Context: an optimization exercise on an open-source flow, tuned for small area, a short achievable clock period and few clock cycles. The choices shown serve that exercise and are no tape-out recipe. Function was checked by simulation only, so behaviour that the tests miss may differ from the original.

## v6
==> flow/design.v (excerpt) <==
module ex_stage (
    input  logic           clk,
    input  logic           rst_n,
    input  logic           d_hready,
    input  ex_pkg::ex_op_t op,
    input  ex_pkg::xlen_t  op1,
    input  ex_pkg::xlen_t  op2,
    output ex_pkg::xlen_t  ex_res,
    output ex_pkg::xlen_t  addr_res,
    output logic           div_busy
);
For scale: ~46,000 sq um of cells after synthesis.
export LEC_CHECK = 0
export ABC_AREA = 1
export CAP_MARGIN = 20
export CORE_MARGIN = 2
export CORE_UTILIZATION = 55
export SETUP_SLACK_MARGIN = 5
export SLEW_MARGIN = 20
export SYNTH_HIERARCHICAL = 1
export SYNTH_MINIMUM_KEEP_SIZE = 0
create_clock -name core_clock -period 21.0 [get_ports {clk}]
standard.sh (not shown) runs the stock make flow with config.mk's settings and CLKGATE_MAP_FILE= SYNTH_SCRIPT=/design/flow/synth_recipe.tcl, a recipe that flattens the netlist after the stock synthesis.
==> flow/flow/run.sh <==
#!/bin/bash
# The standard layout (standard.sh: the standard synthesis and ORFS steps,
# the standard flow's clock period and constraints), with two changes to how the layout is
# made: the port buffers are buf_2 cells instead of the slow delay-buffer cell
# buffer_ports picks by default (every port still gets its buffer), and the
# timing repair may aim for the setup slack in flow/setup_margin.txt.
set -euo pipefail
margin=$(cat flow/setup_margin.txt)
export BUFFER_PORTS_ARGS="-buffer_cell sky130_fd_sc_hd__buf_2"
sed -E "s/SETUP_SLACK_MARGIN=[0-9.]+/SETUP_SLACK_MARGIN=${margin}/" standard.sh > standard_margin.sh
grep -q "SETUP_SLACK_MARGIN=${margin}" standard_margin.sh
bash standard_margin.sh finish > flow_make.log 2>&1
test -f out/final.def
==> flow/flow/setup_margin.txt <==
5
Testbench counts of v6, summed over its fixed seeds: cycles 7,562.
Inputs modified between v6 and v7:
--- a/flow/design.v
+++ b/flow/design.v
@@ -122,38 +122,35 @@
             default:                alu_res = '0;
         endcase
     end
 endmodule
 `timescale 1ns/100ps
 module ex_multiplier (
     input  logic [32:0] x,
     input  logic [32:0] y,
-    input  logic        sh,        
-    input  logic [16:0] sh_one,    
-    input  logic [16:0] sh_two,
     output logic [63:0] p
 );
     logic [35:0] yy;
     logic [34:0] xx;
     logic [16:0] one, two, neg;
     logic [33:0] pp [17];
     logic [63:0] ra, rb;
     assign yy = {y[32], y[32], y, 1'b0};
     assign xx = {x, 1'b0};
     genvar gi, gj;
     generate
         for (gi = 0; gi < 17; gi++) begin : g_enc
             logic b0, b1, b2;
             assign b0 = yy[2*gi];
             assign b1 = yy[2*gi+1];
             assign b2 = yy[2*gi+2];
-            assign one[gi] = ((b0 ^ b1) & ~sh) | sh_one[gi];
-            assign two[gi] = (((b2 & ~b1 & ~b0) | (~b2 & b1 & b0)) & ~sh) | sh_two[gi];
-            assign neg[gi] = b2 & ~sh;
+            assign one[gi] = b0 ^ b1;
+            assign two[gi] = (b2 & ~b1 & ~b0) | (~b2 & b1 & b0);
+            assign neg[gi] = b2;
             for (gj = 0; gj <= 33; gj++) begin : g_pp
                 if (gj < 33)
                     assign pp[gi][gj] = ((one[gi] & xx[gj+1]) | (two[gi] & xx[gj])) ^ neg[gi];
                 else
                     assign pp[gi][gj] = ((one[gi] & xx[33]) | (two[gi] & xx[33])) ^ neg[gi];
             end
         end
     endgenerate
@@ -1561,50 +1558,43 @@
     output ex_pkg::xlen_t  ex_res,
     output ex_pkg::xlen_t  addr_res,
     output logic           div_busy
 );
     ex_pkg::ex_prep_t    prep;
     ex_pkg::xlen_t       alu_res;
     ex_pkg::xlen_t       div_res;
     logic [63:0]         prod;
-    logic [16:0]         sh_one;
-    logic [16:0]         sh_two;
+    logic [32:0]         sh_y;
+    logic [32:0]         mul_y;
     ex_operand_prep u_operand_prep (
         .op   (op),
         .op1  (op1),
         .op2  (op2),
         .prep (prep)
     );
     ex_alu u_alu (
         .prep     (prep),
         .op1      (op1),
         .op2      (op2),
         .alu_res  (alu_res),
         .addr_res (addr_res)
     );
     always_comb begin
-        for (int i = 0; i < 17; i++) begin
-            sh_one[i] = 1'b0;
-            sh_two[i] = 1'b0;
-            if (i < 16) begin
-                sh_one[i] = prep.shift & (prep.shift_l ? (op2[4:0] == 5'(2 * i))
-                                                        : (op2[4:0] == 5'((32 - 2 * i) % 32)));
-                sh_two[i] = prep.shift & (prep.shift_l ? (op2[4:0] == 5'(2 * i + 1))
-                                                        : (op2[4:0] == 5'(31 - 2 * i)));
-            end
+        for (int j = 0; j < 33; j++) begin
+            if (j == 32)            sh_y[j] = 1'b0;
+            else if (prep.shift_l)  sh_y[j] = (op2[4:0] == 5'(j));
+            else                    sh_y[j] = (op2[4:0] == 5'((32 - j) % 32));
         end
     end
+    assign mul_y = prep.shift ? sh_y : (prep.sign_b ? {op2[31], op2} : {1'b0, op2});
     ex_multiplier u_multiplier (
-        .x      (prep.sign_a ? {op1[31], op1} : {1'b0, op1}),
-        .y      (prep.sign_b ? {op2[31], op2} : {1'b0, op2}),
-        .sh     (prep.shift),
-        .sh_one (sh_one),
-        .sh_two (sh_two),
-        .p      (prod)
+        .x (prep.sign_a ? {op1[31], op1} : {1'b0, op1}),
+        .y (mul_y),
+        .p (prod)
     );
     ex_divider u_divider (
         .clk      (clk),
         .rst_n    (rst_n),
         .d_hready (d_hready),
         .prep     (prep),
         .op1      (op1),
         .op2      (op2),
- Of v7 and v6, the lower number of antenna violations at the first check in global routing belongs to v6.
- Worst setup slack ended up 0.14 ns lower on v7 than on v6.
- Relative to v6, signed area change from the synthesized netlist to the final layout has increased by 3.6 points in v7.
- Against v6 as the reference, v7 delivers a higher utilization after layout.
- Relative to v6, number of post-CTS setup repair buffers has gone up in v7.
- v6 -> v7: total met3 wirelength after detailed routing decreased by a few percent
Testbench counts of v7, summed over its fixed seeds: cycles 7,562.

========
north:
Another version of the RTL of ex_stage (not shown whole).
For scale: about 6100 cells after synthesis, ~140 I/O pins.
Settings: LEC_CHECK=0, ABC_AREA=1, CAP_MARGIN=20, CORE_MARGIN=2, CORE_UTILIZATION=55, SETUP_SLACK_MARGIN=5, SLEW_MARGIN=20, SYNTH_HIERARCHICAL=1, SYNTH_MINIMUM_KEEP_SIZE=0; clock period 21.0 ns.
Scripts as last shown in full above: flow/flow/run.sh, flow/flow/setup_margin.txt
Every stage of the flow completed for north, and the final layout passed the timing, design-rule and antenna checks.
Testbench counts of north, summed over its fixed seeds: cycles 7,562.
> inputs changed (north -> south)
--- a/flow/design.v
+++ b/flow/design.v
@@ -119,35 +119,38 @@
             default:                alu_res = '0;
         endcase
     end
 endmodule
 `timescale 1ns/100ps
 module ex_multiplier (
     input  logic [32:0] x,
     input  logic [32:0] y,
+    input  logic        sh,        
+    input  logic [16:0] sh_one,    
+    input  logic [16:0] sh_two,
     output logic [63:0] p
 );
     logic [35:0] yy;
     logic [34:0] xx;
     logic [16:0] one, two, neg;
     logic [33:0] pp [17];
     logic [63:0] ra, rb;
     assign yy = {y[32], y[32], y, 1'b0};
     assign xx = {x, 1'b0};
     genvar gi, gj;
     generate
         for (gi = 0; gi < 17; gi++) begin : g_enc
             logic b0, b1, b2;
             assign b0 = yy[2*gi];
             assign b1 = yy[2*gi+1];
             assign b2 = yy[2*gi+2];
-            assign one[gi] = b0 ^ b1;
-            assign two[gi] = (b2 & ~b1 & ~b0) | (~b2 & b1 & b0);
-            assign neg[gi] = b2;
+            assign one[gi] = ((b0 ^ b1) & ~sh) | sh_one[gi];
+            assign two[gi] = (((b2 & ~b1 & ~b0) | (~b2 & b1 & b0)) & ~sh) | sh_two[gi];
+            assign neg[gi] = b2 & ~sh;
             for (gj = 0; gj <= 33; gj++) begin : g_pp
                 if (gj < 33)
                     assign pp[gi][gj] = ((one[gi] & xx[gj+1]) | (two[gi] & xx[gj])) ^ neg[gi];
                 else
                     assign pp[gi][gj] = ((one[gi] & xx[33]) | (two[gi] & xx[33])) ^ neg[gi];
             end
         end
     endgenerate
@@ -1562,45 +1565,52 @@
     output ex_pkg::xlen_t  ex_res,
     output ex_pkg::xlen_t  addr_res,
     output logic           div_busy
 );
     ex_pkg::ex_prep_t    prep;
     ex_pkg::xlen_t       alu_res;
     ex_pkg::xlen_t       div_res;
     logic [63:0]         prod;
-    logic [32:0]         sh_y;
+    logic [16:0]         sh_one;
+    logic [16:0]         sh_two;
     logic [32:0]         sub_res;
-    logic [32:0]         mul_y;
     ex_operand_prep u_operand_prep (
         .op   (op),
         .op1  (op1),
         .op2  (op2),
         .prep (prep)
     );
     ex_alu u_alu (
         .prep     (prep),
         .op1      (op1),
         .op2      (op2),
         .alu_res  (alu_res),
         .diff     (sub_res),
         .addr_res (addr_res)
     );
     always_comb begin
-        for (int j = 0; j < 33; j++) begin
-            if (j == 32)            sh_y[j] = 1'b0;
-            else if (prep.shift_l)  sh_y[j] = (op2[4:0] == 5'(j));
-            else                    sh_y[j] = (op2[4:0] == 5'((32 - j) % 32));
+        for (int i = 0; i < 17; i++) begin
+            sh_one[i] = 1'b0;
+            sh_two[i] = 1'b0;
+            if (i < 16) begin
+                sh_one[i] = prep.shift & (prep.shift_l ? (op2[4:0] == 5'(2 * i))
+                                                        : (op2[4:0] == 5'((32 - 2 * i) % 32)));
+                sh_two[i] = prep.shift & (prep.shift_l ? (op2[4:0] == 5'(2 * i + 1))
+                                                        : (op2[4:0] == 5'(31 - 2 * i)));
+            end
         end
     end
-    assign mul_y = prep.shift ? sh_y : (prep.sign_b ? {op2[31], op2} : {1'b0, op2});
     ex_multiplier u_multiplier (
-        .x (prep.sign_a ? {op1[31], op1} : {1'b0, op1}),
-        .y (mul_y),
-        .p (prod)
+        .x      (prep.sign_a ? {op1[31], op1} : {1'b0, op1}),
+        .y      (prep.sign_b ? {op2[31], op2} : {1'b0, op2}),
+        .sh     (prep.shift),
+        .sh_one (sh_one),
+        .sh_two (sh_two),
+        .p      (prod)
     );
     ex_divider u_divider (
         .clk      (clk),
         .rst_n    (rst_n),
         .d_hready (d_hready),
         .prep     (prep),
         .op1      (op1),
         .op2      (op2),
--- outcome ---
Having completed the whole flow, south delivered a layout that passed the timing, design-rule and antenna checks.
Post-detailed-route wirelength per cell shrinks by a few percent when moving from north to south.
Lower simple logic cell fraction of the synthesized area goes to south over north.
The higher starting density of the core came out of north.
north and south ended up with roughly the same share of final layout cell area taken by clock buffers and inverters.
[compare] base=north new=south: cell count after synthesis rose 2.4%, total core area now sits higher, placer congestion estimate went up by about 6%, post-synthesis xor/xnor area fraction rose by 0.66 points.
south and north ended up with roughly the same data arrival at the endpoint of the critical path.
Testbench counts of south, summed over its fixed seeds: cycles 7,562.

[static timing again, ports no longer ideal]
Ports are ideal in the flow. The routed layouts listed here were re-timed in OpenROAD. Step 1 (the two cells are an assumption about what drives the block):
set clk [get_ports {clk}]
set_driving_cell -lib_cell sky130_fd_sc_hd__clkbuf_16 $clk
set_driving_cell -lib_cell sky130_fd_sc_hd__buf_2 [delete_from_list [all_inputs] $clk]
Step 2 also shifts input and output timing later by t, the mid clock arrival at the registers, as if the neighbouring blocks saw the same clock. Slacks: no drivers / after step 1 / after step 2; pairs: no drivers / after step 1.
run | t, ns | setup WS [ns] | hold WS [ns] | worst setup path after step 2
v6 | 0.369 | 5.197 / 5.168 / 5.168 | 0.467 / 0.467 / 0.467 | input to output
v7 | 0.398 | 5.053 / 4.964 / 4.964 | 0.494 / 0.494 / 0.494 | input to output
north | 0.400 | 5.079 / 5.046 / 5.046 | 0.505 / 0.505 / 0.505 | input to output
south | 0.414 | 5.067 / 5.037 / 5.037 | 0.464 / 0.464 / 0.464 | input to output
After both steps setup and hold are still met in every run listed. For v7, which loses most, drivers alone change the setup slack by -0.089 ns; drivers and shift together by -0.089 ns.
